Context: an optimization exercise on an open-source flow, tuned for small area. The choices shown serve that exercise and are no tape-out recipe. No functional check of the RTL was part of any run shown here.

==> flow/design.v (outline; a module is shown in full before it is edited, if it fits) <==
// module pss_sample_window: 10 lines
// module pss_correlator_lane: 617 lines
// module pss_fa: 10 lines
// module pss_ha: 9 lines
// module pss_nid2_decider: 27 lines
// module pss_detector: 69 lines
module pss_detector (
    input  logic        clk_i,
    input  logic        reset_ni,
    input  logic [15:0] sample_i,           
    input  logic        sample_valid_i,
    input  logic [1:0]  mode_i,             
    input  logic [1:0]  requested_nid2_i,
    output logic [2:0]  result_o            
);
  // ...
==> flow/run.sh <==
#!/bin/bash
# synth_recipe.tcl (not shown) runs the flow's synth.tcl, then flattens the netlist and writes it again
# the make line also repeats each setting of config.mk as NAME=value (left out here)
make -C /OpenROAD-flow-scripts/flow DESIGN_CONFIG=/design/flow/config.mk WORK_HOME=/design/flow/orfs CLKGATE_MAP_FILE= SYNTH_SCRIPT=/design/flow/synth_recipe.tcl finish
==> flow/config.mk <==
export PLATFORM = sky130hd
export DESIGN_NAME = pss_detector
export DESIGN_NICKNAME = pss_detector
export VERILOG_FILES = /design/flow/design.v
export SDC_FILE = /design/flow/constraint.sdc
export NUM_CORES = 4
export LEC_CHECK = 0
export CAP_MARGIN = 20
export CORE_MARGIN = 2
export CORE_UTILIZATION = 60
export SLEW_MARGIN = 20
export SYNTH_HIERARCHICAL = 1
==> flow/constraint.sdc <==
create_clock -name core_clock -period 11.0 [get_ports {clk_i}]
set_input_delay 2.2000 -clock core_clock [delete_from_list [all_inputs] [get_ports {clk_i}]]
set_output_delay 2.2000 -clock core_clock [all_outputs]
set_load 0.01 [all_outputs]
==> results.yml, run 1 <==
run_status:
  status: "complete, but fails checks"
  so_faults: "setup timing"
detailed_routing:
  wire_per_inst_um: 17.05
  wl_met2_mm: 16.94
  drc_errors: 0
  met1_length_mm: 16.49
  drtIter0Drc: 488
sta:
  rsz0062_at_grt: "yes"
  slew_viol_final: 0
  setup_viol: 5
  period_share_pct: 136.4
  fin_ws_ps: -4002
final_layout:
  regArea_um2: 5105
  sh_seq_area_pct: 23.72
  drive_above_1_share_pct: 33.31
  final_common_cell: "buf_4"
critical_path:
  critPathBufInv: 8
  critPathMaxFanout: 2
  critPathCapture: "code0_q[1]"
  cp_slowest_cell: "fa_2"
die:
  die_h_um: 173.5
  initial_core_util_pct: 60.51
  die_area_um2: 30080
synth:
  synth_compound_area_share_pct: 13.24
cts:
  htreeDepth: 1
  ctsResizeCount: 85
==> module pss_sample_window, before the edit <==
module pss_sample_window (
    input  logic [239:0] hist_i,
    input  logic [15:0]  sample_i,
    input  logic         shift_i,
    input  logic         hold_i,
    output logic [239:0] hist_o
);
    assign hist_o = ({240{shift_i}} & {hist_i[223:0], sample_i}) |
                    ({240{hold_i}}  & hist_i);
endmodule
==> module pss_detector, before the edit <==
module pss_detector (
    input  logic        clk_i,
    input  logic        reset_ni,
    input  logic [15:0] sample_i,           
    input  logic        sample_valid_i,
    input  logic [1:0]  mode_i,             
    input  logic [1:0]  requested_nid2_i,
    output logic [2:0]  result_o            
);
    logic         en_q;
    logic [239:0] hist_q;
    logic [239:0] hist_d;
    logic [2:0]   prev_q;
    logic [1:0]   code0_q, code1_q, code2_q, code3_q;
    logic         result_valid_q;
    logic [1:0]   result_nid2_q;
    logic         accept;
    logic         hold;
    logic [2:0]   ge;
    logic [1:0]   code;
    logic         hit;
    assign accept = sample_valid_i && en_q && reset_ni;
    assign hold   = reset_ni && !accept;
    pss_sample_window i_sample_window (
        .hist_i   (hist_q),
        .sample_i (sample_i),
        .shift_i  (accept),
        .hold_i   (hold),
        .hist_o   (hist_d)
    );
    always_ff @(posedge clk_i) begin
        hist_q <= hist_d;
    end
    pss_correlator_lane i_corr (
        .window_i ({hist_q, sample_i}),
        .ge_o     (ge)
    );
    pss_nid2_decider i_nid2_decider (
        .ge_i             (ge),
        .prev_i           (prev_q),
        .code_i           (code3_q),
        .mode_i           (mode_i),
        .requested_nid2_i (requested_nid2_i),
        .code_o           (code),
        .hit_o            (hit)
    );
    always_ff @(posedge clk_i) begin
        if (!reset_ni) begin
            en_q           <= 1'b0;
            prev_q         <= '0;
            code0_q        <= 2'd3;
            code1_q        <= 2'd3;
            code2_q        <= 2'd3;
            code3_q        <= 2'd3;
            result_valid_q <= 1'b0;
            result_nid2_q  <= '0;
        end else begin
            en_q           <= !mode_i[1];
            if (accept) prev_q <= ge;
            code0_q        <= accept ? code : 2'd3;
            code1_q        <= code0_q;
            code2_q        <= code1_q;
            code3_q        <= code2_q;
            result_valid_q <= hit;
            if (hit) result_nid2_q <= code3_q;
        end
    end
    assign result_o = {result_valid_q, result_nid2_q};
endmodule
==> inputs of run 2 (changes only) <==
--- a/flow/design.v
+++ b/flow/design.v
@@ -1,18 +1,22 @@
 `timescale 1ns/1ps
 module pss_sample_window (
-    input  logic [239:0] hist_i,
+    input  logic [255:0] hist_i,
     input  logic [15:0]  sample_i,
     input  logic         shift_i,
     input  logic         hold_i,
-    output logic [239:0] hist_o
+    input  logic         clear_i,
+    output logic [255:0] hist_o
 );
-    assign hist_o = ({240{shift_i}} & {hist_i[223:0], sample_i}) |
-                    ({240{hold_i}}  & hist_i);
+    localparam logic [15:0]  MSB_ONE = 16'h8080;
+    localparam logic [255:0] MSBS    = {16{MSB_ONE}};
+    assign hist_o = ({256{shift_i}} & {hist_i[239:0], sample_i ^ MSB_ONE}) |
+                    ({256{hold_i}}  & hist_i) |
+                    ({256{clear_i}} & MSBS);
 endmodule
 `timescale 1ns/1ps
 module pss_correlator_lane (
     input  logic [255:0] window_i,
     output logic [2:0]   ge_o
 );
     wire s1, c2, s3, c4, s5, c6, s7, c8, s9, c10, s11, c12, s13, c14, s15, c16;
     wire s17, c18, s19, c20, s21, c22, s23, c24, s25, c26, s27, c28, s29, c30, s31, c32;
@@ -56,35 +60,41 @@
     wire c628, s629, c630, s631, c632, s633, c634, s635, c636, s637, c638, s639, c640, s641, c642, s643;
     wire c644, s645, c646, s647, c648, s649, c650, s651, c652, s653, c654, s655, c656, s657, c658, s659;
     wire c660, s661, c662, s663, c664, s665, c666, s667, c668, s669, c670, s671, s673, c674, s675, c676;
     wire s677, c678, s679, c680, s681, c682, s683, c684, s685, c686, s687, c688, s689, c690, s691, c692;
     wire s693, c694, s695, c696, s697, c698, s699, c700, s701, c702, s703, s705, c706, s707, c708, s709;
     wire c710, s711, c712, s713, c714, s715, c716, s717, c718, s719, c720, s721, c722, s723, c724, s725;
     wire c726, s727, c728, s729, c730, s731, c732, s733, c734, s735, x737, x738, x739, x740, x741, x742;
     wire x743, x744, x745, x746, x747, x748, x749, x750, x751, x752, x753, x754, x755, x756, x757, x758;
-    wire x759, x760, s761, c762, c764, s765, c766, c768, s769, c770, c772, s773, c774, c776, s777, c778;
-    wire c780, s781, c782, c784, s785, c786, c788, s789, c790, c792, s793, c794, c796, s797, c798, c800;
-    wire s801, c802, c804, s805, c806, c808, s809, x811, x812, x813, x814, x815, x816, x817, x818, x819;
-    wire x820, x821, x822, x823, x824, x825, x826, x827, x828, x829, x830, x831, x832, x833, x834, s835;
-    wire c836, c838, s839, c840, c842, s843, c844, c846, s847, c848, c850, s851, c852, c854, s855, c856;
-    wire c858, s859, c860, c862, s863, c864, c866, s867, c868, c870, s871, c872, c874, s875, c876, c878;
-    wire s879, c880, c882, s883, x885, x886, x887, x888, x889, x890, x891, x892, x893, x894, x895, x896;
-    wire x897, x898, x899, x900, x901, x902, x903, x904, x905, x906, x907, x908, s909, c910, c912, s913;
-    wire c914, c916, s917, c918, c920, s921, c922, c924, s925, c926, c928, s929, c930, c932, s933, c934;
-    wire c936, s937, c938, c940, s941, c942, c944, s945, c946, c948, s949, c950, c952, s953, c954, c956;
-    wire s957;
+    wire x759, x760, s761, c762, s763, c764, s765, c766, s767, c768, s769, c770, s771, c772, s773, c774;
+    wire s775, c776, s777, c778, s779, c780, s781, c782, s783, c784, x832, x833, x834, x835, x836, x837;
+    wire x838, x839, x840, x841, x842, x843, x844, x845, x846, x847, x848, x849, x850, x851, x852, x853;
+    wire x854, x855, s856, c857, s858, c859, s860, c861, s862, c863, s864, c865, s866, c867, s868, c869;
+    wire s870, c871, s872, c873, s874, c875, s876, c877, s878, c879, x927, x928, x929, x930, x931, x932;
+    wire x933, x934, x935, x936, x937, x938, x939, x940, x941, x942, x943, x944, x945, x946, x947, x948;
+    wire x949, x950, s951, c952, s953, c954, s955, c956, s957, c958, s959, c960, s961, c962, s963, c964;
+    wire s965, c966, s967, c968, s969, c970, s971, c972, s973, c974, g785, p786, g787, p788, g789, p790;
+    wire g791, p792, g793, p794, g795, p796, g797, p798, g799, p800, g801, p802, g803, p804, g805, p806;
+    wire g807, p808, bg809, bp810, bg811, bp812, bg813, bp814, cc815, bg816, bp817, bg818, bp819, bg820, bp821, cc822;
+    wire bg823, bp824, bg825, bp826, bg827, bp828, cc829, cc830, ge831, g880, p881, g882, p883, g884, p885, g886;
+    wire p887, g888, p889, g890, p891, g892, p893, g894, p895, g896, p897, g898, p899, g900, p901, g902;
+    wire p903, bg904, bp905, bg906, bp907, bg908, bp909, cc910, bg911, bp912, bg913, bp914, bg915, bp916, cc917, bg918;
+    wire bp919, bg920, bp921, bg922, bp923, cc924, cc925, ge926, g975, p976, g977, p978, g979, p980, g981, p982;
+    wire g983, p984, g985, p986, g987, p988, g989, p990, g991, p992, g993, p994, g995, p996, g997, p998;
+    wire bg999, bp1000, bg1001, bp1002, bg1003, bp1004, cc1005, bg1006, bp1007, bg1008, bp1009, bg1010, bp1011, cc1012, bg1013, bp1014;
+    wire bg1015, bp1016, bg1017, bp1018, cc1019, cc1020, ge1021;
     pss_ha u_s1 (.a(window_i[248]), .b(window_i[104]), .s(s1), .co(c2));
     pss_fa u_s3 (.a(window_i[249]), .b(window_i[105]), .c(c2), .s(s3), .co(c4));
     pss_fa u_s5 (.a(window_i[250]), .b(window_i[106]), .c(c4), .s(s5), .co(c6));
     pss_fa u_s7 (.a(window_i[251]), .b(window_i[107]), .c(c6), .s(s7), .co(c8));
     pss_fa u_s9 (.a(window_i[252]), .b(window_i[108]), .c(c8), .s(s9), .co(c10));
     pss_fa u_s11 (.a(window_i[253]), .b(window_i[109]), .c(c10), .s(s11), .co(c12));
     pss_fa u_s13 (.a(window_i[254]), .b(window_i[110]), .c(c12), .s(s13), .co(c14));
-    pss_fa u_s15 (.a(window_i[255]), .b(window_i[111]), .c(~c14), .s(s15), .co(c16));
+    pss_fa u_s15 (.a(window_i[255]), .b(window_i[111]), .c(c14), .s(s15), .co(c16));
     pss_fa u_s17 (.a(window_i[184]), .b(window_i[88]), .c(window_i[8]), .s(s17), .co(c18));
     pss_fa u_s19 (.a(window_i[216]), .b(window_i[136]), .c(~s17), .s(s19), .co(c20));
     pss_fa u_s21 (.a(window_i[185]), .b(window_i[89]), .c(window_i[9]), .s(s21), .co(c22));
     pss_fa u_s23 (.a(window_i[217]), .b(window_i[137]), .c(~c18), .s(s23), .co(c24));
     pss_fa u_s25 (.a(~s21), .b(c20), .c(s23), .s(s25), .co(c26));
     pss_fa u_s27 (.a(window_i[186]), .b(window_i[90]), .c(window_i[10]), .s(s27), .co(c28));
     pss_fa u_s29 (.a(window_i[218]), .b(window_i[138]), .c(~c22), .s(s29), .co(c30));
     pss_fa u_s31 (.a(~s27), .b(c24), .c(s29), .s(s31), .co(c32));
@@ -102,20 +112,20 @@
     pss_fa u_s53 (.a(window_i[221]), .b(window_i[141]), .c(~c44), .s(s53), .co(c54));
     pss_fa u_s55 (.a(~s51), .b(c46), .c(s53), .s(s55), .co(c56));
     pss_fa u_s57 (.a(c48), .b(s55), .c(c50), .s(s57), .co(c58));
     pss_fa u_s59 (.a(window_i[190]), .b(window_i[94]), .c(window_i[14]), .s(s59), .co(c60));
     pss_fa u_s61 (.a(window_i[222]), .b(window_i[142]), .c(~c52), .s(s61), .co(c62));
     pss_fa u_s63 (.a(~s59), .b(c54), .c(s61), .s(s63), .co(c64));
     pss_fa u_s65 (.a(c56), .b(s63), .c(c58), .s(s65), .co(c66));
     pss_fa u_s67 (.a(window_i[191]), .b(window_i[95]), .c(window_i[15]), .s(s67), .co(c68));
-    pss_fa u_s69 (.a(window_i[223]), .b(window_i[143]), .c(c60), .s(s69), .co(c70));
-    pss_fa u_s71 (.a(s67), .b(c62), .c(~s69), .s(s71), .co(c72));
+    pss_fa u_s69 (.a(window_i[223]), .b(window_i[143]), .c(~c60), .s(s69), .co(c70));
+    pss_fa u_s71 (.a(~s67), .b(c62), .c(s69), .s(s71), .co(c72));
     pss_fa u_s73 (.a(c64), .b(s71), .c(c66), .s(s73), .co(c74));
-    pss_fa u_s75 (.a(c68), .b(~c70), .c(c72), .s(s75), .co(c76));
+    pss_fa u_s75 (.a(~c68), .b(c70), .c(c72), .s(s75), .co(c76));
     assign s77 = c74 ^ s75;
     assign c78 = c74 | s75;
     assign s79 = c76 ^ c78;
     assign c80 = c76 | c78;
     pss_fa u_s81 (.a(window_i[168]), .b(window_i[120]), .c(window_i[40]), .s(s81), .co(c82));
     pss_fa u_s83 (.a(window_i[200]), .b(window_i[152]), .c(~s81), .s(s83), .co(c84));
     pss_fa u_s85 (.a(window_i[169]), .b(window_i[121]), .c(window_i[41]), .s(s85), .co(c86));
     pss_fa u_s87 (.a(window_i[201]), .b(window_i[153]), .c(~c82), .s(s87), .co(c88));
@@ -137,20 +147,20 @@
     pss_fa u_s117 (.a(window_i[205]), .b(window_i[157]), .c(~c108), .s(s117), .co(c118));
     pss_fa u_s119 (.a(~s115), .b(c110), .c(s117), .s(s119), .co(c120));
     pss_fa u_s121 (.a(c112), .b(s119), .c(c114), .s(s121), .co(c122));
     pss_fa u_s123 (.a(window_i[174]), .b(window_i[126]), .c(window_i[46]), .s(s123), .co(c124));
     pss_fa u_s125 (.a(window_i[206]), .b(window_i[158]), .c(~c116), .s(s125), .co(c126));
     pss_fa u_s127 (.a(~s123), .b(c118), .c(s125), .s(s127), .co(c128));
     pss_fa u_s129 (.a(c120), .b(s127), .c(c122), .s(s129), .co(c130));
     pss_fa u_s131 (.a(window_i[175]), .b(window_i[127]), .c(window_i[47]), .s(s131), .co(c132));
-    pss_fa u_s133 (.a(window_i[207]), .b(window_i[159]), .c(c124), .s(s133), .co(c134));
-    pss_fa u_s135 (.a(s131), .b(c126), .c(~s133), .s(s135), .co(c136));
+    pss_fa u_s133 (.a(window_i[207]), .b(window_i[159]), .c(~c124), .s(s133), .co(c134));
+    pss_fa u_s135 (.a(~s131), .b(c126), .c(s133), .s(s135), .co(c136));
     pss_fa u_s137 (.a(c128), .b(s135), .c(c130), .s(s137), .co(c138));
-    pss_fa u_s139 (.a(c132), .b(~c134), .c(c136), .s(s139), .co(c140));
+    pss_fa u_s139 (.a(~c132), .b(c134), .c(c136), .s(s139), .co(c140));
     assign s141 = c138 ^ s139;
     assign c142 = c138 | s139;
     assign s143 = c140 ^ c142;
     assign c144 = c140 | c142;
     pss_fa u_s145 (.a(window_i[232]), .b(window_i[72]), .c(window_i[56]), .s(s145), .co(c146));
     pss_ha u_s147 (.a(~window_i[24]), .b(s145), .s(s147), .co(c148));
     pss_fa u_s149 (.a(window_i[233]), .b(window_i[73]), .c(window_i[57]), .s(s149), .co(c150));
     pss_fa u_s151 (.a(~window_i[25]), .b(c146), .c(s149), .s(s151), .co(c152));
@@ -166,31 +176,30 @@
     pss_fa u_s171 (.a(c164), .b(s169), .c(c166), .s(s171), .co(c172));
     pss_fa u_s173 (.a(window_i[237]), .b(window_i[77]), .c(window_i[61]), .s(s173), .co(c174));
     pss_fa u_s175 (.a(~window_i[29]), .b(c168), .c(s173), .s(s175), .co(c176));
     pss_fa u_s177 (.a(c170), .b(s175), .c(c172), .s(s177), .co(c178));
     pss_fa u_s179 (.a(window_i[238]), .b(window_i[78]), .c(window_i[62]), .s(s179), .co(c180));
     pss_fa u_s181 (.a(~window_i[30]), .b(c174), .c(s179), .s(s181), .co(c182));
     pss_fa u_s183 (.a(c176), .b(s181), .c(c178), .s(s183), .co(c184));
     pss_fa u_s185 (.a(window_i[239]), .b(window_i[79]), .c(window_i[63]), .s(s185), .co(c186));
-    pss_fa u_s187 (.a(window_i[31]), .b(c180), .c(~s185), .s(s187), .co(c188));
+    pss_fa u_s187 (.a(~window_i[31]), .b(c180), .c(s185), .s(s187), .co(c188));
     pss_fa u_s189 (.a(c182), .b(s187), .c(c184), .s(s189), .co(c190));
-    pss_fa u_s191 (.a(~c186), .b(c188), .c(c190), .s(s191), .co(c192));
+    pss_fa u_s191 (.a(c186), .b(c188), .c(c190), .s(s191), .co(c192));
     pss_ha u_s193 (.a(s1), .b(s83), .s(s193), .co(c194));
     pss_fa u_s195 (.a(s3), .b(c194), .c(s89), .s(s195), .co(c196));
     pss_fa u_s197 (.a(s5), .b(~s97), .c(c196), .s(s197), .co(c198));
     pss_fa u_s199 (.a(s7), .b(s105), .c(c198), .s(s199), .co(c200));
     pss_fa u_s201 (.a(s9), .b(s113), .c(c200), .s(s201), .co(c202));
     pss_fa u_s203 (.a(s11), .b(s121), .c(c202), .s(s203), .co(c204));
     pss_fa u_s205 (.a(s13), .b(s129), .c(c204), .s(s205), .co(c206));
-    pss_fa u_s207 (.a(~s15), .b(s137), .c(c206), .s(s207), .co(c208));
-    pss_fa u_s209 (.a(c16), .b(s141), .c(~c208), .s(s209), .co(c210));
-    assign s211 = s143 ^ c210;
-    assign c212 = s143 | c210;
-    pss_ha u_s213 (.a(c144), .b(~c212), .s(s213), .co(c214));
+    pss_fa u_s207 (.a(s15), .b(s137), .c(c206), .s(s207), .co(c208));
+    pss_fa u_s209 (.a(c16), .b(~s141), .c(c208), .s(s209), .co(c210));
+    pss_ha u_s211 (.a(~s143), .b(c210), .s(s211), .co(c212));
+    pss_ha u_s213 (.a(c144), .b(c212), .s(s213), .co(c214));
     pss_ha u_s215 (.a(s19), .b(s147), .s(s215), .co(c216));
     pss_fa u_s217 (.a(s153), .b(c216), .c(s25), .s(s217), .co(c218));
     pss_fa u_s219 (.a(~s33), .b(s159), .c(c218), .s(s219), .co(c220));
     pss_fa u_s221 (.a(s41), .b(s165), .c(c220), .s(s221), .co(c222));
     pss_fa u_s223 (.a(s49), .b(s171), .c(c222), .s(s223), .co(c224));
     pss_fa u_s225 (.a(s57), .b(s177), .c(c224), .s(s225), .co(c226));
     pss_fa u_s227 (.a(s65), .b(s183), .c(c226), .s(s227), .co(c228));
     pss_fa u_s229 (.a(s73), .b(s189), .c(c228), .s(s229), .co(c230));
@@ -224,17 +233,17 @@
     assign s277 = c274 ^ s275;
     assign c278 = c274 | s275;
     pss_fa u_s279 (.a(s205), .b(s227), .c(c276), .s(s279), .co(c280));
     assign s281 = c278 ^ s279;
     assign c282 = c278 | s279;
     pss_fa u_s283 (.a(s207), .b(s229), .c(c280), .s(s283), .co(c284));
     assign s285 = c282 ^ s283;
     assign c286 = c282 | s283;
-    pss_fa u_s287 (.a(~s209), .b(s231), .c(c284), .s(s287), .co(c288));
+    pss_fa u_s287 (.a(s209), .b(s231), .c(c284), .s(s287), .co(c288));
     assign s289 = c286 ^ s287;
     assign c290 = c286 | s287;
     pss_fa u_s291 (.a(s211), .b(s233), .c(c288), .s(s291), .co(c292));
     pss_ha u_s293 (.a(c290), .b(s291), .s(s293), .co(c294));
     pss_fa u_s295 (.a(s213), .b(s235), .c(c292), .s(s295), .co(c296));
     pss_ha u_s297 (.a(c294), .b(s295), .s(s297), .co(c298));
     pss_fa u_s299 (.a(c214), .b(c236), .c(c296), .s(s299), .co(c300));
     pss_ha u_s301 (.a(c298), .b(s299), .s(s301), .co(c302));
@@ -242,24 +251,24 @@
     pss_ha u_s305 (.a(s193), .b(~s215), .s(s305), .co(c306));
     pss_fa u_s307 (.a(c306), .b(s195), .c(~s217), .s(s307), .co(c308));
     pss_fa u_s309 (.a(s197), .b(~s219), .c(c308), .s(s309), .co(c310));
     pss_fa u_s311 (.a(s199), .b(~s221), .c(c310), .s(s311), .co(c312));
     pss_fa u_s313 (.a(s201), .b(~s223), .c(c312), .s(s313), .co(c314));
     pss_fa u_s315 (.a(s203), .b(~s225), .c(c314), .s(s315), .co(c316));
     pss_fa u_s317 (.a(s205), .b(~s227), .c(c316), .s(s317), .co(c318));
     pss_fa u_s319 (.a(s207), .b(~s229), .c(c318), .s(s319), .co(c320));
-    pss_fa u_s321 (.a(s209), .b(s231), .c(~c320), .s(s321), .co(c322));
-    pss_fa u_s323 (.a(s233), .b(c322), .c(s321), .s(s323), .co(c324));
-    pss_ha u_s325 (.a(s211), .b(~s323), .s(s325), .co(c326));
-    pss_fa u_s327 (.a(~s213), .b(s235), .c(c324), .s(s327), .co(c328));
-    pss_ha u_s329 (.a(c326), .b(~s327), .s(s329), .co(c330));
-    pss_fa u_s331 (.a(~c214), .b(c236), .c(c328), .s(s331), .co(c332));
-    pss_ha u_s333 (.a(c330), .b(~s331), .s(s333), .co(c334));
-    assign s335 = ~c332 ^ c334;
+    pss_fa u_s321 (.a(s209), .b(~s231), .c(c320), .s(s321), .co(c322));
+    pss_fa u_s323 (.a(s211), .b(c322), .c(s321), .s(s323), .co(c324));
+    pss_ha u_s325 (.a(~s233), .b(s323), .s(s325), .co(c326));
+    pss_fa u_s327 (.a(s213), .b(~s235), .c(c324), .s(s327), .co(c328));
+    pss_ha u_s329 (.a(c326), .b(s327), .s(s329), .co(c330));
+    pss_fa u_s331 (.a(c214), .b(~c236), .c(c328), .s(s331), .co(c332));
+    pss_ha u_s333 (.a(c330), .b(s331), .s(s333), .co(c334));
+    assign s335 = c332 ^ c334;
     assign s337 = s261 ^ s237;
     assign c338 = s261 & s237;
     pss_fa u_s339 (.a(s239), .b(c338), .c(s265), .s(s339), .co(c340));
     pss_fa u_s341 (.a(s241), .b(s269), .c(c340), .s(s341), .co(c342));
     pss_fa u_s343 (.a(s243), .b(s273), .c(c342), .s(s343), .co(c344));
     pss_fa u_s345 (.a(s245), .b(s277), .c(c344), .s(s345), .co(c346));
     pss_fa u_s347 (.a(s247), .b(s281), .c(c346), .s(s347), .co(c348));
     pss_fa u_s349 (.a(s249), .b(s285), .c(c348), .s(s349), .co(c350));
@@ -277,17 +286,17 @@
     assign s367 = c364 ^ ~s365;
     pss_ha u_s369 (.a(window_i[240]), .b(window_i[96]), .s(s369), .co(c370));
     pss_fa u_s371 (.a(window_i[241]), .b(window_i[97]), .c(c370), .s(s371), .co(c372));
     pss_fa u_s373 (.a(window_i[242]), .b(window_i[98]), .c(c372), .s(s373), .co(c374));
     pss_fa u_s375 (.a(window_i[243]), .b(window_i[99]), .c(c374), .s(s375), .co(c376));
     pss_fa u_s377 (.a(window_i[244]), .b(window_i[100]), .c(c376), .s(s377), .co(c378));
     pss_fa u_s379 (.a(window_i[245]), .b(window_i[101]), .c(c378), .s(s379), .co(c380));
     pss_fa u_s381 (.a(window_i[246]), .b(window_i[102]), .c(c380), .s(s381), .co(c382));
-    pss_fa u_s383 (.a(window_i[247]), .b(window_i[103]), .c(~c382), .s(s383), .co(c384));
+    pss_fa u_s383 (.a(window_i[247]), .b(window_i[103]), .c(c382), .s(s383), .co(c384));
     pss_fa u_s385 (.a(window_i[176]), .b(window_i[80]), .c(window_i[0]), .s(s385), .co(c386));
     pss_fa u_s387 (.a(window_i[208]), .b(window_i[128]), .c(~s385), .s(s387), .co(c388));
     pss_fa u_s389 (.a(window_i[177]), .b(window_i[81]), .c(window_i[1]), .s(s389), .co(c390));
     pss_fa u_s391 (.a(window_i[209]), .b(window_i[129]), .c(~c386), .s(s391), .co(c392));
     pss_fa u_s393 (.a(~s389), .b(c388), .c(s391), .s(s393), .co(c394));
     pss_fa u_s395 (.a(window_i[178]), .b(window_i[82]), .c(window_i[2]), .s(s395), .co(c396));
     pss_fa u_s397 (.a(window_i[210]), .b(window_i[130]), .c(~c390), .s(s397), .co(c398));
     pss_fa u_s399 (.a(~s395), .b(c392), .c(s397), .s(s399), .co(c400));
@@ -305,20 +314,20 @@
     pss_fa u_s421 (.a(window_i[213]), .b(window_i[133]), .c(~c412), .s(s421), .co(c422));
     pss_fa u_s423 (.a(~s419), .b(c414), .c(s421), .s(s423), .co(c424));
     pss_fa u_s425 (.a(c416), .b(s423), .c(c418), .s(s425), .co(c426));
     pss_fa u_s427 (.a(window_i[182]), .b(window_i[86]), .c(window_i[6]), .s(s427), .co(c428));
     pss_fa u_s429 (.a(window_i[214]), .b(window_i[134]), .c(~c420), .s(s429), .co(c430));
     pss_fa u_s431 (.a(~s427), .b(c422), .c(s429), .s(s431), .co(c432));
     pss_fa u_s433 (.a(c424), .b(s431), .c(c426), .s(s433), .co(c434));
     pss_fa u_s435 (.a(window_i[183]), .b(window_i[87]), .c(window_i[7]), .s(s435), .co(c436));
-    pss_fa u_s437 (.a(window_i[215]), .b(window_i[135]), .c(c428), .s(s437), .co(c438));
-    pss_fa u_s439 (.a(s435), .b(c430), .c(~s437), .s(s439), .co(c440));
+    pss_fa u_s437 (.a(window_i[215]), .b(window_i[135]), .c(~c428), .s(s437), .co(c438));
+    pss_fa u_s439 (.a(~s435), .b(c430), .c(s437), .s(s439), .co(c440));
     pss_fa u_s441 (.a(c432), .b(s439), .c(c434), .s(s441), .co(c442));
-    pss_fa u_s443 (.a(c436), .b(~c438), .c(c440), .s(s443), .co(c444));
+    pss_fa u_s443 (.a(~c436), .b(c438), .c(c440), .s(s443), .co(c444));
     assign s445 = c442 ^ s443;
     assign c446 = c442 | s443;
     assign s447 = c444 ^ c446;
     assign c448 = c444 | c446;
     pss_fa u_s449 (.a(window_i[160]), .b(window_i[112]), .c(window_i[32]), .s(s449), .co(c450));
     pss_fa u_s451 (.a(window_i[192]), .b(window_i[144]), .c(~s449), .s(s451), .co(c452));
     pss_fa u_s453 (.a(window_i[161]), .b(window_i[113]), .c(window_i[33]), .s(s453), .co(c454));
     pss_fa u_s455 (.a(window_i[193]), .b(window_i[145]), .c(~c450), .s(s455), .co(c456));
@@ -340,20 +349,20 @@
     pss_fa u_s485 (.a(window_i[197]), .b(window_i[149]), .c(~c476), .s(s485), .co(c486));
     pss_fa u_s487 (.a(~s483), .b(c478), .c(s485), .s(s487), .co(c488));
     pss_fa u_s489 (.a(c480), .b(s487), .c(c482), .s(s489), .co(c490));
     pss_fa u_s491 (.a(window_i[166]), .b(window_i[118]), .c(window_i[38]), .s(s491), .co(c492));
     pss_fa u_s493 (.a(window_i[198]), .b(window_i[150]), .c(~c484), .s(s493), .co(c494));
     pss_fa u_s495 (.a(~s491), .b(c486), .c(s493), .s(s495), .co(c496));
     pss_fa u_s497 (.a(c488), .b(s495), .c(c490), .s(s497), .co(c498));
     pss_fa u_s499 (.a(window_i[167]), .b(window_i[119]), .c(window_i[39]), .s(s499), .co(c500));
-    pss_fa u_s501 (.a(window_i[199]), .b(window_i[151]), .c(c492), .s(s501), .co(c502));
-    pss_fa u_s503 (.a(s499), .b(c494), .c(~s501), .s(s503), .co(c504));
+    pss_fa u_s501 (.a(window_i[199]), .b(window_i[151]), .c(~c492), .s(s501), .co(c502));
+    pss_fa u_s503 (.a(~s499), .b(c494), .c(s501), .s(s503), .co(c504));
     pss_fa u_s505 (.a(c496), .b(s503), .c(c498), .s(s505), .co(c506));
-    pss_fa u_s507 (.a(c500), .b(~c502), .c(c504), .s(s507), .co(c508));
+    pss_fa u_s507 (.a(~c500), .b(c502), .c(c504), .s(s507), .co(c508));
     assign s509 = c506 ^ s507;
     assign c510 = c506 | s507;
     assign s511 = c508 ^ c510;
     assign c512 = c508 | c510;
     pss_fa u_s513 (.a(window_i[224]), .b(window_i[64]), .c(window_i[48]), .s(s513), .co(c514));
     pss_ha u_s515 (.a(~window_i[16]), .b(s513), .s(s515), .co(c516));
     pss_fa u_s517 (.a(window_i[225]), .b(window_i[65]), .c(window_i[49]), .s(s517), .co(c518));
     pss_fa u_s519 (.a(~window_i[17]), .b(c514), .c(s517), .s(s519), .co(c520));
@@ -369,31 +378,30 @@
     pss_fa u_s539 (.a(c532), .b(s537), .c(c534), .s(s539), .co(c540));
     pss_fa u_s541 (.a(window_i[229]), .b(window_i[69]), .c(window_i[53]), .s(s541), .co(c542));
     pss_fa u_s543 (.a(~window_i[21]), .b(c536), .c(s541), .s(s543), .co(c544));
     pss_fa u_s545 (.a(c538), .b(s543), .c(c540), .s(s545), .co(c546));
     pss_fa u_s547 (.a(window_i[230]), .b(window_i[70]), .c(window_i[54]), .s(s547), .co(c548));
     pss_fa u_s549 (.a(~window_i[22]), .b(c542), .c(s547), .s(s549), .co(c550));
     pss_fa u_s551 (.a(c544), .b(s549), .c(c546), .s(s551), .co(c552));
     pss_fa u_s553 (.a(window_i[231]), .b(window_i[71]), .c(window_i[55]), .s(s553), .co(c554));
-    pss_fa u_s555 (.a(window_i[23]), .b(c548), .c(~s553), .s(s555), .co(c556));
+    pss_fa u_s555 (.a(~window_i[23]), .b(c548), .c(s553), .s(s555), .co(c556));
     pss_fa u_s557 (.a(c550), .b(s555), .c(c552), .s(s557), .co(c558));
-    pss_fa u_s559 (.a(~c554), .b(c556), .c(c558), .s(s559), .co(c560));
+    pss_fa u_s559 (.a(c554), .b(c556), .c(c558), .s(s559), .co(c560));
     pss_ha u_s561 (.a(s369), .b(s451), .s(s561), .co(c562));
     pss_fa u_s563 (.a(s371), .b(c562), .c(s457), .s(s563), .co(c564));
     pss_fa u_s565 (.a(s373), .b(~s465), .c(c564), .s(s565), .co(c566));
     pss_fa u_s567 (.a(s375), .b(s473), .c(c566), .s(s567), .co(c568));
     pss_fa u_s569 (.a(s377), .b(s481), .c(c568), .s(s569), .co(c570));
     pss_fa u_s571 (.a(s379), .b(s489), .c(c570), .s(s571), .co(c572));
     pss_fa u_s573 (.a(s381), .b(s497), .c(c572), .s(s573), .co(c574));
-    pss_fa u_s575 (.a(~s383), .b(s505), .c(c574), .s(s575), .co(c576));
-    pss_fa u_s577 (.a(c384), .b(s509), .c(~c576), .s(s577), .co(c578));
-    assign s579 = s511 ^ c578;
-    assign c580 = s511 | c578;
-    pss_ha u_s581 (.a(c512), .b(~c580), .s(s581), .co(c582));
+    pss_fa u_s575 (.a(s383), .b(s505), .c(c574), .s(s575), .co(c576));
+    pss_fa u_s577 (.a(c384), .b(~s509), .c(c576), .s(s577), .co(c578));
+    pss_ha u_s579 (.a(~s511), .b(c578), .s(s579), .co(c580));
+    pss_ha u_s581 (.a(c512), .b(c580), .s(s581), .co(c582));
     pss_ha u_s583 (.a(s387), .b(s515), .s(s583), .co(c584));
     pss_fa u_s585 (.a(s521), .b(c584), .c(s393), .s(s585), .co(c586));
     pss_fa u_s587 (.a(~s401), .b(s527), .c(c586), .s(s587), .co(c588));
     pss_fa u_s589 (.a(s409), .b(s533), .c(c588), .s(s589), .co(c590));
     pss_fa u_s591 (.a(s417), .b(s539), .c(c590), .s(s591), .co(c592));
     pss_fa u_s593 (.a(s425), .b(s545), .c(c592), .s(s593), .co(c594));
     pss_fa u_s595 (.a(s433), .b(s551), .c(c594), .s(s595), .co(c596));
     pss_fa u_s597 (.a(s441), .b(s557), .c(c596), .s(s597), .co(c598));
@@ -427,17 +435,17 @@
     assign s645 = c642 ^ s643;
     assign c646 = c642 | s643;
     pss_fa u_s647 (.a(s573), .b(s595), .c(c644), .s(s647), .co(c648));
     assign s649 = c646 ^ s647;
     assign c650 = c646 | s647;
     pss_fa u_s651 (.a(s575), .b(s597), .c(c648), .s(s651), .co(c652));
     assign s653 = c650 ^ s651;
     assign c654 = c650 | s651;
-    pss_fa u_s655 (.a(~s577), .b(s599), .c(c652), .s(s655), .co(c656));
+    pss_fa u_s655 (.a(s577), .b(s599), .c(c652), .s(s655), .co(c656));
     assign s657 = c654 ^ s655;
     assign c658 = c654 | s655;
     pss_fa u_s659 (.a(s579), .b(s601), .c(c656), .s(s659), .co(c660));
     pss_ha u_s661 (.a(c658), .b(s659), .s(s661), .co(c662));
     pss_fa u_s663 (.a(s581), .b(s603), .c(c660), .s(s663), .co(c664));
     pss_ha u_s665 (.a(c662), .b(s663), .s(s665), .co(c666));
     pss_fa u_s667 (.a(c582), .b(c604), .c(c664), .s(s667), .co(c668));
     pss_ha u_s669 (.a(c666), .b(s667), .s(s669), .co(c670));
@@ -445,24 +453,24 @@
     pss_ha u_s673 (.a(s561), .b(~s583), .s(s673), .co(c674));
     pss_fa u_s675 (.a(c674), .b(s563), .c(~s585), .s(s675), .co(c676));
     pss_fa u_s677 (.a(s565), .b(~s587), .c(c676), .s(s677), .co(c678));
     pss_fa u_s679 (.a(s567), .b(~s589), .c(c678), .s(s679), .co(c680));
     pss_fa u_s681 (.a(s569), .b(~s591), .c(c680), .s(s681), .co(c682));
     pss_fa u_s683 (.a(s571), .b(~s593), .c(c682), .s(s683), .co(c684));
     pss_fa u_s685 (.a(s573), .b(~s595), .c(c684), .s(s685), .co(c686));
     pss_fa u_s687 (.a(s575), .b(~s597), .c(c686), .s(s687), .co(c688));
-    pss_fa u_s689 (.a(s577), .b(s599), .c(~c688), .s(s689), .co(c690));
-    pss_fa u_s691 (.a(s601), .b(c690), .c(s689), .s(s691), .co(c692));
-    pss_ha u_s693 (.a(s579), .b(~s691), .s(s693), .co(c694));
-    pss_fa u_s695 (.a(~s581), .b(s603), .c(c692), .s(s695), .co(c696));
-    pss_ha u_s697 (.a(c694), .b(~s695), .s(s697), .co(c698));
-    pss_fa u_s699 (.a(~c582), .b(c604), .c(c696), .s(s699), .co(c700));
-    pss_ha u_s701 (.a(c698), .b(~s699), .s(s701), .co(c702));
-    assign s703 = ~c700 ^ c702;
+    pss_fa u_s689 (.a(s577), .b(~s599), .c(c688), .s(s689), .co(c690));
+    pss_fa u_s691 (.a(s579), .b(c690), .c(s689), .s(s691), .co(c692));
+    pss_ha u_s693 (.a(~s601), .b(s691), .s(s693), .co(c694));
+    pss_fa u_s695 (.a(s581), .b(~s603), .c(c692), .s(s695), .co(c696));
+    pss_ha u_s697 (.a(c694), .b(s695), .s(s697), .co(c698));
+    pss_fa u_s699 (.a(c582), .b(~c604), .c(c696), .s(s699), .co(c700));
+    pss_ha u_s701 (.a(c698), .b(s699), .s(s701), .co(c702));
+    assign s703 = c700 ^ c702;
     assign s705 = s629 ^ s605;
     assign c706 = s629 & s605;
     pss_fa u_s707 (.a(s607), .b(c706), .c(s633), .s(s707), .co(c708));
     pss_fa u_s709 (.a(s609), .b(s637), .c(c708), .s(s709), .co(c710));
     pss_fa u_s711 (.a(s611), .b(s641), .c(c710), .s(s711), .co(c712));
     pss_fa u_s713 (.a(s613), .b(s645), .c(c712), .s(s713), .co(c714));
     pss_fa u_s715 (.a(s615), .b(s649), .c(c714), .s(s715), .co(c716));
     pss_fa u_s717 (.a(s617), .b(s653), .c(c716), .s(s717), .co(c718));
@@ -498,139 +506,263 @@
     assign x754 = s645 ^ s671;
     assign x755 = s649 ^ s671;
     assign x756 = s653 ^ s671;
     assign x757 = s657 ^ s671;
     assign x758 = s661 ^ s671;
     assign x759 = s665 ^ s671;
     assign x760 = s669 ^ s671;
     pss_fa u_s761 (.a(s303), .b(s671), .c(~x737), .s(s761), .co(c762));
-    assign c764 = x749 & ~s761;
-    pss_fa u_s765 (.a(x738), .b(x750), .c(~c762), .s(s765), .co(c766));
-    assign c768 = c764 & s765;
-    pss_fa u_s769 (.a(x739), .b(x751), .c(c766), .s(s769), .co(c770));
-    assign c772 = c768 & s769;
-    pss_fa u_s773 (.a(x740), .b(x752), .c(c770), .s(s773), .co(c774));
-    assign c776 = c772 & s773;
-    pss_fa u_s777 (.a(x741), .b(x753), .c(c774), .s(s777), .co(c778));
-    assign c780 = c776 | s777;
-    pss_fa u_s781 (.a(x742), .b(x754), .c(c778), .s(s781), .co(c782));
-    assign c784 = c780 & s781;
-    pss_fa u_s785 (.a(x743), .b(x755), .c(c782), .s(s785), .co(c786));
-    assign c788 = c784 | s785;
-    pss_fa u_s789 (.a(x744), .b(x756), .c(c786), .s(s789), .co(c790));
-    assign c792 = c788 & s789;
-    pss_fa u_s793 (.a(x745), .b(x757), .c(c790), .s(s793), .co(c794));
-    assign c796 = c792 | s793;
-    pss_fa u_s797 (.a(x746), .b(x758), .c(~c794), .s(s797), .co(c798));
-    assign c800 = c796 | ~s797;
-    pss_fa u_s801 (.a(x747), .b(x759), .c(c798), .s(s801), .co(c802));
-    assign c804 = c800 & ~s801;
-    pss_fa u_s805 (.a(x748), .b(x760), .c(c802), .s(s805), .co(c806));
-    assign c808 = c804 | ~s805;
-    assign s809 = ~c806 ^ c808;
-    assign x811 = s259 ^ s367;
-    assign x812 = s337 ^ s367;
-    assign x813 = s339 ^ s367;
-    assign x814 = s341 ^ s367;
-    assign x815 = s343 ^ s367;
-    assign x816 = s345 ^ s367;
-    assign x817 = s347 ^ s367;
-    assign x818 = s349 ^ s367;
-    assign x819 = s351 ^ s367;
-    assign x820 = s355 ^ s367;
-    assign x821 = s359 ^ s367;
-    assign x822 = s363 ^ s367;
-    assign x823 = s627 ^ s735;
-    assign x824 = s705 ^ s735;
-    assign x825 = s707 ^ s735;
-    assign x826 = s709 ^ s735;
-    assign x827 = s711 ^ s735;
-    assign x828 = s713 ^ s735;
-    assign x829 = s715 ^ s735;
-    assign x830 = s717 ^ s735;
-    assign x831 = s719 ^ s735;
-    assign x832 = s723 ^ s735;
-    assign x833 = s727 ^ s735;
-    assign x834 = s731 ^ s735;
-    pss_fa u_s835 (.a(s367), .b(s735), .c(~x811), .s(s835), .co(c836));
-    assign c838 = x823 & ~s835;
-    pss_fa u_s839 (.a(x812), .b(x824), .c(~c836), .s(s839), .co(c840));
-    assign c842 = c838 & s839;
-    pss_fa u_s843 (.a(x813), .b(x825), .c(c840), .s(s843), .co(c844));
-    assign c846 = c842 & s843;
-    pss_fa u_s847 (.a(x814), .b(x826), .c(c844), .s(s847), .co(c848));
-    assign c850 = c846 & s847;
-    pss_fa u_s851 (.a(x815), .b(x827), .c(c848), .s(s851), .co(c852));
-    assign c854 = c850 | s851;
-    pss_fa u_s855 (.a(x816), .b(x828), .c(c852), .s(s855), .co(c856));
-    assign c858 = c854 & s855;
-    pss_fa u_s859 (.a(x817), .b(x829), .c(c856), .s(s859), .co(c860));
-    assign c862 = c858 | s859;
-    pss_fa u_s863 (.a(x818), .b(x830), .c(c860), .s(s863), .co(c864));
-    assign c866 = c862 & s863;
-    pss_fa u_s867 (.a(x819), .b(x831), .c(~c864), .s(s867), .co(c868));
-    assign c870 = c866 | ~s867;
-    pss_fa u_s871 (.a(x820), .b(x832), .c(~c868), .s(s871), .co(c872));
-    assign c874 = c870 | s871;
-    pss_fa u_s875 (.a(x821), .b(x833), .c(c872), .s(s875), .co(c876));
-    assign c878 = c874 & s875;
-    pss_fa u_s879 (.a(x822), .b(x834), .c(c876), .s(s879), .co(c880));
-    assign c882 = c878 | s879;
-    assign s883 = c880 ^ c882;
-    assign x885 = s305 ^ s335;
-    assign x886 = s307 ^ s335;
-    assign x887 = s309 ^ s335;
-    assign x888 = s311 ^ s335;
-    assign x889 = s313 ^ s335;
-    assign x890 = s315 ^ s335;
-    assign x891 = s317 ^ s335;
-    assign x892 = s319 ^ s335;
-    assign x893 = s321 ^ s335;
-    assign x894 = s325 ^ s335;
-    assign x895 = s329 ^ s335;
-    assign x896 = s333 ^ s335;
-    assign x897 = s673 ^ s703;
-    assign x898 = s675 ^ s703;
-    assign x899 = s677 ^ s703;
-    assign x900 = s679 ^ s703;
-    assign x901 = s681 ^ s703;
-    assign x902 = s683 ^ s703;
-    assign x903 = s685 ^ s703;
-    assign x904 = s687 ^ s703;
-    assign x905 = s689 ^ s703;
-    assign x906 = s693 ^ s703;
-    assign x907 = s697 ^ s703;
-    assign x908 = s701 ^ s703;
-    pss_fa u_s909 (.a(s335), .b(s703), .c(x885), .s(s909), .co(c910));
-    assign c912 = x897 | s909;
-    pss_fa u_s913 (.a(x886), .b(x898), .c(c910), .s(s913), .co(c914));
-    assign c916 = c912 | s913;
-    pss_fa u_s917 (.a(x887), .b(x899), .c(c914), .s(s917), .co(c918));
-    assign c920 = c916 | s917;
-    pss_fa u_s921 (.a(x888), .b(x900), .c(c918), .s(s921), .co(c922));
-    assign c924 = c920 | s921;
-    pss_fa u_s925 (.a(x889), .b(x901), .c(c922), .s(s925), .co(c926));
-    assign c928 = c924 & s925;
-    pss_fa u_s929 (.a(x890), .b(x902), .c(c926), .s(s929), .co(c930));
-    assign c932 = c928 | s929;
-    pss_fa u_s933 (.a(x891), .b(x903), .c(c930), .s(s933), .co(c934));
-    assign c936 = c932 & s933;
-    pss_fa u_s937 (.a(x892), .b(x904), .c(c934), .s(s937), .co(c938));
-    assign c940 = c936 | s937;
-    pss_fa u_s941 (.a(x893), .b(x905), .c(c938), .s(s941), .co(c942));
-    assign c944 = c940 & s941;
-    pss_fa u_s945 (.a(x894), .b(x906), .c(c942), .s(s945), .co(c946));
-    assign c948 = c944 & s945;
-    pss_fa u_s949 (.a(x895), .b(x907), .c(c946), .s(s949), .co(c950));
-    assign c952 = c948 | s949;
-    pss_fa u_s953 (.a(x896), .b(x908), .c(c950), .s(s953), .co(c954));
-    assign c956 = c952 & s953;
-    assign s957 = c954 ^ c956;
-    assign ge_o = {s957, s883, s809};
+    pss_ha u_s763 (.a(x738), .b(x750), .s(s763), .co(c764));
+    pss_ha u_s765 (.a(x739), .b(x751), .s(s765), .co(c766));
+    pss_ha u_s767 (.a(x740), .b(x752), .s(s767), .co(c768));
+    assign s769 = x741 ^ x753;
+    assign c770 = x741 | x753;
+    pss_ha u_s771 (.a(x742), .b(x754), .s(s771), .co(c772));
+    assign s773 = x743 ^ x755;
+    assign c774 = x743 | x755;
+    pss_ha u_s775 (.a(x744), .b(x756), .s(s775), .co(c776));
+    assign s777 = x745 ^ x757;
+    assign c778 = x745 | x757;
+    assign s779 = x746 ^ x758;
+    assign c780 = x746 & x758;
+    assign s781 = x747 ^ x759;
+    assign c782 = x747 | x759;
+    assign s783 = x748 ^ x760;
+    assign c784 = x748 & x760;
+    assign x832 = s259 ^ s367;
+    assign x833 = s337 ^ s367;
+    assign x834 = s339 ^ s367;
+    assign x835 = s341 ^ s367;
+    assign x836 = s343 ^ s367;
+    assign x837 = s345 ^ s367;
+    assign x838 = s347 ^ s367;
+    assign x839 = s349 ^ s367;
+    assign x840 = s351 ^ s367;
+    assign x841 = s355 ^ s367;
+    assign x842 = s359 ^ s367;
+    assign x843 = s363 ^ s367;
+    assign x844 = s627 ^ s735;
+    assign x845 = s705 ^ s735;
+    assign x846 = s707 ^ s735;
+    assign x847 = s709 ^ s735;
+    assign x848 = s711 ^ s735;
+    assign x849 = s713 ^ s735;
+    assign x850 = s715 ^ s735;
+    assign x851 = s717 ^ s735;
+    assign x852 = s719 ^ s735;
+    assign x853 = s723 ^ s735;
+    assign x854 = s727 ^ s735;
+    assign x855 = s731 ^ s735;
+    pss_fa u_s856 (.a(s367), .b(s735), .c(~x832), .s(s856), .co(c857));
+    pss_ha u_s858 (.a(x833), .b(x845), .s(s858), .co(c859));
+    pss_ha u_s860 (.a(x834), .b(x846), .s(s860), .co(c861));
+    pss_ha u_s862 (.a(x835), .b(x847), .s(s862), .co(c863));
+    assign s864 = x836 ^ x848;
+    assign c865 = x836 | x848;
+    pss_ha u_s866 (.a(x837), .b(x849), .s(s866), .co(c867));
+    assign s868 = x838 ^ x850;
+    assign c869 = x838 | x850;
+    pss_ha u_s870 (.a(x839), .b(x851), .s(s870), .co(c871));
+    assign s872 = x840 ^ x852;
+    assign c873 = x840 & x852;
+    assign s874 = x841 ^ x853;
+    assign c875 = x841 | x853;
+    pss_ha u_s876 (.a(x842), .b(x854), .s(s876), .co(c877));
+    assign s878 = x843 ^ x855;
+    assign c879 = x843 | x855;
+    assign x927 = s305 ^ s335;
+    assign x928 = s307 ^ s335;
+    assign x929 = s309 ^ s335;
+    assign x930 = s311 ^ s335;
+    assign x931 = s313 ^ s335;
+    assign x932 = s315 ^ s335;
+    assign x933 = s317 ^ s335;
+    assign x934 = s319 ^ s335;
+    assign x935 = s321 ^ s335;
+    assign x936 = s325 ^ s335;
+    assign x937 = s329 ^ s335;
+    assign x938 = s333 ^ s335;
+    assign x939 = s673 ^ s703;
+    assign x940 = s675 ^ s703;
+    assign x941 = s677 ^ s703;
+    assign x942 = s679 ^ s703;
+    assign x943 = s681 ^ s703;
+    assign x944 = s683 ^ s703;
+    assign x945 = s685 ^ s703;
+    assign x946 = s687 ^ s703;
+    assign x947 = s689 ^ s703;
+    assign x948 = s693 ^ s703;
+    assign x949 = s697 ^ s703;
+    assign x950 = s701 ^ s703;
+    pss_fa u_s951 (.a(s335), .b(s703), .c(x927), .s(s951), .co(c952));
+    assign s953 = x928 ^ x940;
+    assign c954 = x928 | x940;
+    assign s955 = x929 ^ x941;
+    assign c956 = x929 | x941;
+    assign s957 = x930 ^ x942;
+    assign c958 = x930 | x942;
+    assign s959 = x931 ^ x943;
+    assign c960 = x931 & x943;
+    assign s961 = x932 ^ x944;
+    assign c962 = x932 | x944;
+    assign s963 = x933 ^ x945;
+    assign c964 = x933 & x945;
+    assign s965 = x934 ^ x946;
+    assign c966 = x934 | x946;
+    assign s967 = x935 ^ x947;
+    assign c968 = x935 | x947;
+    assign s969 = x936 ^ x948;
+    assign c970 = x936 & x948;
+    assign s971 = x937 ^ x949;
+    assign c972 = x937 | x949;
+    assign s973 = x938 ^ x950;
+    assign c974 = x938 & x950;
+    assign g785 = x749 & ~s761;
+    assign p786 = x749 | ~s761;
+    assign g787 = ~c762 & s763;
+    assign p788 = ~c762 | s763;
+    assign g789 = c764 & s765;
+    assign p790 = c764 | s765;
+    assign g791 = c766 & s767;
+    assign p792 = c766 | s767;
+    assign g793 = c768 & ~s769;
+    assign p794 = c768 | ~s769;
+    assign g795 = c770 & s771;
+    assign p796 = c770 | s771;
+    assign g797 = c772 & ~s773;
+    assign p798 = c772 | ~s773;
+    assign g799 = c774 & s775;
+    assign p800 = c774 | s775;
+    assign g801 = c776 & ~s777;
+    assign p802 = c776 | ~s777;
+    assign g803 = c778 & ~s779;
+    assign p804 = c778 | ~s779;
+    assign g805 = ~c780 & s781;
+    assign p806 = ~c780 | s781;
+    assign g807 = ~c782 & ~s783;
+    assign p808 = ~c782 | ~s783;
+    assign bg809 = g787 | (p788 & g785);
+    assign bp810 = p788 & p786;
+    assign bg811 = g789 | (p790 & bg809);
+    assign bp812 = p790 & bp810;
+    assign bg813 = g791 | (p792 & bg811);
+    assign bp814 = p792 & bp812;
+    assign cc815 = bg813 | (bp814 & 1'b0);
+    assign bg816 = g795 | (p796 & g793);
+    assign bp817 = p796 & p794;
+    assign bg818 = g797 | (p798 & bg816);
+    assign bp819 = p798 & bp817;
+    assign bg820 = g799 | (p800 & bg818);
+    assign bp821 = p800 & bp819;
+    assign cc822 = bg820 | (bp821 & cc815);
+    assign bg823 = g803 | (p804 & g801);
+    assign bp824 = p804 & p802;
+    assign bg825 = g805 | (p806 & bg823);
+    assign bp826 = p806 & bp824;
+    assign bg827 = g807 | (p808 & bg825);
+    assign bp828 = p808 & bp826;
+    assign cc829 = bg827 | (bp828 & cc822);
+    assign cc830 = ~c784 | (1'b1 & cc829);
+    assign ge831 = cc830;
+    assign g880 = x844 & ~s856;
+    assign p881 = x844 | ~s856;
+    assign g882 = ~c857 & s858;
+    assign p883 = ~c857 | s858;
+    assign g884 = c859 & s860;
+    assign p885 = c859 | s860;
+    assign g886 = c861 & s862;
+    assign p887 = c861 | s862;
+    assign g888 = c863 & ~s864;
+    assign p889 = c863 | ~s864;
+    assign g890 = c865 & s866;
+    assign p891 = c865 | s866;
+    assign g892 = c867 & ~s868;
+    assign p893 = c867 | ~s868;
+    assign g894 = c869 & s870;
+    assign p895 = c869 | s870;
+    assign g896 = c871 & ~s872;
+    assign p897 = c871 | ~s872;
+    assign g898 = ~c873 & ~s874;
+    assign p899 = ~c873 | ~s874;
+    assign g900 = c875 & s876;
+    assign p901 = c875 | s876;
+    assign g902 = c877 & ~s878;
+    assign p903 = c877 | ~s878;
+    assign bg904 = g882 | (p883 & g880);
+    assign bp905 = p883 & p881;
+    assign bg906 = g884 | (p885 & bg904);
+    assign bp907 = p885 & bp905;
+    assign bg908 = g886 | (p887 & bg906);
+    assign bp909 = p887 & bp907;
+    assign cc910 = bg908 | (bp909 & 1'b0);
+    assign bg911 = g890 | (p891 & g888);
+    assign bp912 = p891 & p889;
+    assign bg913 = g892 | (p893 & bg911);
+    assign bp914 = p893 & bp912;
+    assign bg915 = g894 | (p895 & bg913);
+    assign bp916 = p895 & bp914;
+    assign cc917 = bg915 | (bp916 & cc910);
+    assign bg918 = g898 | (p899 & g896);
+    assign bp919 = p899 & p897;
+    assign bg920 = g900 | (p901 & bg918);
+    assign bp921 = p901 & bp919;
+    assign bg922 = g902 | (p903 & bg920);
+    assign bp923 = p903 & bp921;
+    assign cc924 = bg922 | (bp923 & cc917);
+    assign cc925 = c879 | (1'b1 & cc924);
+    assign ge926 = cc925;
+    assign g975 = ~x939 & ~s951;
+    assign p976 = ~x939 | ~s951;
+    assign g977 = ~c952 & s953;
+    assign p978 = ~c952 | s953;
+    assign g979 = ~c954 & s955;
+    assign p980 = ~c954 | s955;
+    assign g981 = ~c956 & s957;
+    assign p982 = ~c956 | s957;
+    assign g983 = ~c958 & ~s959;
+    assign p984 = ~c958 | ~s959;
+    assign g985 = ~c960 & s961;
+    assign p986 = ~c960 | s961;
+    assign g987 = ~c962 & ~s963;
+    assign p988 = ~c962 | ~s963;
+    assign g989 = ~c964 & s965;
+    assign p990 = ~c964 | s965;
+    assign g991 = ~c966 & ~s967;
+    assign p992 = ~c966 | ~s967;
+    assign g993 = c968 & ~s969;
+    assign p994 = c968 | ~s969;
+    assign g995 = ~c970 & s971;
+    assign p996 = ~c970 | s971;
+    assign g997 = ~c972 & ~s973;
+    assign p998 = ~c972 | ~s973;
+    assign bg999 = g977 | (p978 & g975);
+    assign bp1000 = p978 & p976;
+    assign bg1001 = g979 | (p980 & bg999);
+    assign bp1002 = p980 & bp1000;
+    assign bg1003 = g981 | (p982 & bg1001);
+    assign bp1004 = p982 & bp1002;
+    assign cc1005 = bg1003 | (bp1004 & 1'b0);
+    assign bg1006 = g985 | (p986 & g983);
+    assign bp1007 = p986 & p984;
+    assign bg1008 = g987 | (p988 & bg1006);
+    assign bp1009 = p988 & bp1007;
+    assign bg1010 = g989 | (p990 & bg1008);
+    assign bp1011 = p990 & bp1009;
+    assign cc1012 = bg1010 | (bp1011 & cc1005);
+    assign bg1013 = g993 | (p994 & g991);
+    assign bp1014 = p994 & p992;
+    assign bg1015 = g995 | (p996 & bg1013);
+    assign bp1016 = p996 & bp1014;
+    assign bg1017 = g997 | (p998 & bg1015);
+    assign bp1018 = p998 & bp1016;
+    assign cc1019 = bg1017 | (bp1018 & cc1012);
+    assign cc1020 = ~c974 | (1'b1 & cc1019);
+    assign ge1021 = cc1020;
+    assign ge_o = {ge1021, ge926, ge831};
 endmodule
 module pss_fa (
     input  logic a,
     input  logic b,
     input  logic c,
     output logic s,
     output logic co
 );
@@ -680,67 +812,69 @@
     input  logic        reset_ni,
     input  logic [15:0] sample_i,           
     input  logic        sample_valid_i,
     input  logic [1:0]  mode_i,             
     input  logic [1:0]  requested_nid2_i,
     output logic [2:0]  result_o            
 );
     logic         en_q;
-    logic [239:0] hist_q;
-    logic [239:0] hist_d;
+    logic         accept_q;
+    logic [255:0] window_q;
+    logic [255:0] window_d;
     logic [2:0]   prev_q;
-    logic [1:0]   code0_q, code1_q, code2_q, code3_q;
+    logic [1:0]   code0_q, code1_q, code2_q;
     logic         result_valid_q;
     logic [1:0]   result_nid2_q;
     logic         accept;
     logic         hold;
     logic [2:0]   ge;
     logic [1:0]   code;
     logic         hit;
     assign accept = sample_valid_i && en_q && reset_ni;
     assign hold   = reset_ni && !accept;
     pss_sample_window i_sample_window (
-        .hist_i   (hist_q),
+        .hist_i   (window_q),
         .sample_i (sample_i),
         .shift_i  (accept),
         .hold_i   (hold),
-        .hist_o   (hist_d)
+        .clear_i  (!reset_ni),
+        .hist_o   (window_d)
     );
     always_ff @(posedge clk_i) begin
-        hist_q <= hist_d;
+        window_q <= window_d;
     end
     pss_correlator_lane i_corr (
-        .window_i ({hist_q, sample_i}),
+        .window_i (window_q),
         .ge_o     (ge)
     );
     pss_nid2_decider i_nid2_decider (
         .ge_i             (ge),
         .prev_i           (prev_q),
-        .code_i           (code3_q),
+        .code_i           (code2_q),
         .mode_i           (mode_i),
         .requested_nid2_i (requested_nid2_i),
         .code_o           (code),
         .hit_o            (hit)
     );
     always_ff @(posedge clk_i) begin
         if (!reset_ni) begin
             en_q           <= 1'b0;
+            accept_q       <= 1'b0;
             prev_q         <= '0;
             code0_q        <= 2'd3;
             code1_q        <= 2'd3;
             code2_q        <= 2'd3;
-            code3_q        <= 2'd3;
             result_valid_q <= 1'b0;
             result_nid2_q  <= '0;
         end else begin
             en_q           <= !mode_i[1];
-            if (accept) prev_q <= ge;
-            code0_q        <= accept ? code : 2'd3;
+            accept_q       <= accept;
+            if (accept_q) prev_q <= ge;
+            code0_q        <= accept_q ? code : 2'd3;
             code1_q        <= code0_q;
             code2_q        <= code1_q;
-            code3_q        <= code2_q;
             result_valid_q <= hit;
-            if (hit) result_nid2_q <= code3_q;
+            if (hit) result_nid2_q <= code2_q;
         end
     end
     assign result_o = {result_valid_q, result_nid2_q};
 endmodule
==> results.yml, run 2 <==
placed_design:
  place_congestion: 0.9470
  placedInstanceArea_um2: 17900
  hpwl_mm: 27.36
  place_inst: 1730
  io_buffers: 25
  dp_slack_ps: -219.7
cts:
  hold_buffers: 0
  cts_root_buffer: "clkbuf_16"
  clock_path_buffers: 3
  clk_latency_ps: 540
  cts_buffers: 29
  htreeDepth: 1
  cts_tree: "yes"
  path_clk_slew_ps: 60
  clock-sinks: 270
detailed_routing:
  wire_per_inst_um: 19.51
  drt_pre_antenna_iters: 7
  vias: 9980
  routed_wl_mm: 34.92
  drc_errors: 0
  postRouteAntennaNets: 0
  vias_per_cell: 5.575
  drtIter0Drc: 630
final_layout:
  finalNonFillerCells: 1790
  fin_area_um2: 19020
  finalNetCount: 1806
  fillers: 2210
  regArea_um2: 5405
  num_antenna_cells: 0
  top_register: "window_q"
  largest_reg_flops: 256
  multi_input_area_um2: 11030
  syn2layout_area_growth_pct: 9.196
  final_common_cell: "dfxtp_1"
  drive_above_1_share_pct: 7.895
  layout_common_cells: "270 x dfxtp_1, 266 x fa_1, 225 x a22o_1, 201 x inv_1, 100 x ha_1"
  reg.largest.list: "window_q x256, prev_q x3"
global_route:
  grt_pass1_vias: 10824
  antenna_found_initial: 0
  grt_max_degree: 106
  grt_pass1_wl_mm: 57.54
  grt.total_usage_pct: 24.12
  overflow: 0
synth:
  yosysMostFrequentCell: "fa_1"
  synth_cells: 1375
  yosys.area.top_type: "fa_1"
  synth_enable_flop_cells: 0
  synth_top_area_share_pct: 33.91
  synth_area_per_cell_um2: 12.67
  synth-async-reset-ratio_pct: 0
  synth_commonest_cells: "295 x fa_1, 270 x dfxtp_1, 225 x a22o_1"
  mappedNetlistArea_um2: 17420
  synthesis.nets: 1796
  synth_seq_cells: 270
  yosysUniqueCellTypes: 44
  yosys-top-cells-area: "fa_1 34%, dfxtp_1 31%, a22o_1 11%"
  synth_warnings: 8
  synth_top_flop_cell: "dfxtp_1"
  seq_area_frac_synth_pct: 31.04
critical_path:
  cp-end-kind: "flop"
  critPathMostFrequentCell: "fa_1"
  cp_slowest_cell: "fa_2"
  path_delay_family: "adder cells"
  worstSetupPathType: "flop to flop"
  start_kind: "flop"
  critPathBufInv: 2
  cpPeakStageDelay_ps: 640
  critPathMaxFanout: 5
  worstPathRequired_ps: 11410
  arrival_ps: 11080
die:
  initial_core_util_pct: 60.84
  die_area_um2: 30400
  fp.dieW_um: 174.4
  num_rows: 62
  fp.coreArea_um2: 28630
  die_h_um: 174.4
  ios: 26
sta:
  clock_skew_ps: 7.587
  fmax_mhz: 93.78
  tightest_slew_ps: 1093
  hold_ws_ps: 417.3
  slew_headroom_pct: 27.15
  hold_viol_final: 0
  fin_ws_ps: 337.0
  slew_viol_final: 0
  post-route-min-period_ps: 10660
  setup_viol: 0
  period_share_pct: 96.94
run_status:
  status: "finished clean"
job:
  drv_cap: 0
hold_path:
  hp-class: "flop to flop"
run 2: changes by cell type in the layout (fill, tap and decap cells not counted), moves of 15 or more:
cell and change:
fa_2 -73, dfxtp_1 +15, a221o_1 +33, buf_4 -321
xor2_1 +25, inv_1 +21, inv_2 -18, xnor2_1 -19
fa_1 +40, a22o_1 -15, ha_1 +46
run 2: per-stage QoR:
| stage | setup TNS [ps] | utilization, % |
|---|---|---|
| after floorplan | 0 | - |
| after global placement | -37.48 | 62.55 |
| after detailed placement | -246.7 | 62.55 |
| after CTS | 0 | 65.71 |
| after global routing | -28.12 | 66.44 |
| final | 0 | 66.44 |
run 2: area by class of cell:
type,instances,area share [%]
tap,384,2.526
multi-input combinational,830,58.00
sequential,270,28.42
clock inverter,5,0.1447
timing repair buffer,50,2.323
inverter,204,4.040
clock buffer,47,4.540
run 2: path summary, 6_finish.rpt:
check                                   start         end  slack (ps)  depth (start not counted)
worst max-delay path            window_q[176]  code0_q[1]         340                         32
worst min-delay path               code1_q[1]  code2_q[1]         420                          1
worst min register to register     code1_q[1]  code2_q[1]         420                          1
worst max register to register  window_q[176]  code0_q[1]         340                         32
run 2: cells by family after synthesis:
group / count (synthesis) / share of synthesized area, %
AOI/OAI and AO/OA: 295 / 14.74
xor gates and xnor gates: 81 / 4.160
adders and majority gates: 407 / 41.83
buffers and inverters: 275 / 6.667
DFF: 270 / 31.04
muxes: 5 / 0.2874
and+or+nand+nor: 42 / 1.279
run 2: Yosys stat by module (local to each module, per instance):
module               flip-flops and latches  cell area [um2]
pss_fa                                    0            20.02
pss_nid2_decider                          0            85.08
pss_correlator_lane                       0             2684
pss_detector                            270             5574
pss_sample_window                         0             2604
pss_ha                                    0            12.51
run 2: layer usage:
layer / GRT usage (%) / part of all wire, %
met1: 33.09 / 44
met2: 40.63 / 50
met3: 2.472 / 2.6
met4: 7.808 / 3.7
met5: 0 / 0
run 2: repair_timing:
action,4_1_cts,5_1_grt
resized for setup,2,39
endpoints found under the setup margin,2,3
pin swaps,0,12
endpoints found under the hold margin,0,0
setup buffers,0,8

==> afterwards: timing with drivers on the ports <==
Ports are ideal in the flow. The routed layouts listed here were re-timed in OpenROAD.
Step 1 assumes that a clkbuf_16 drives the clock port and a buf_2 every other input.
Step 2, shift: input delay + t, output delay - t, t = (earliest + latest rising clock arrival at the registers) / 2. This alone moves slack from input paths to output paths.
a / b / c = ideal ports / drivers / drivers and shift; a / b = the first two.
| run | t (ns) | slack for setup (ns) | clock arrival spread, ns | worst register clock-pin slew, ns | pins driven straight from the clock port |
|---|---|---|---|---|---|
| run 1 | 0.589 | -4.002 / -4.000 / -4.590 | 0.011 / 0.011 | 0.06 / 0.06 | 1 |
| run 2 | 0.591 | 0.337 / 0.337 / 0.337 | 0.011 / 0.011 | 0.06 / 0.06 | 1 |
For run 1, which loses most, drivers alone change the setup slack by +0.002 ns; drivers and shift together by -0.588 ns.
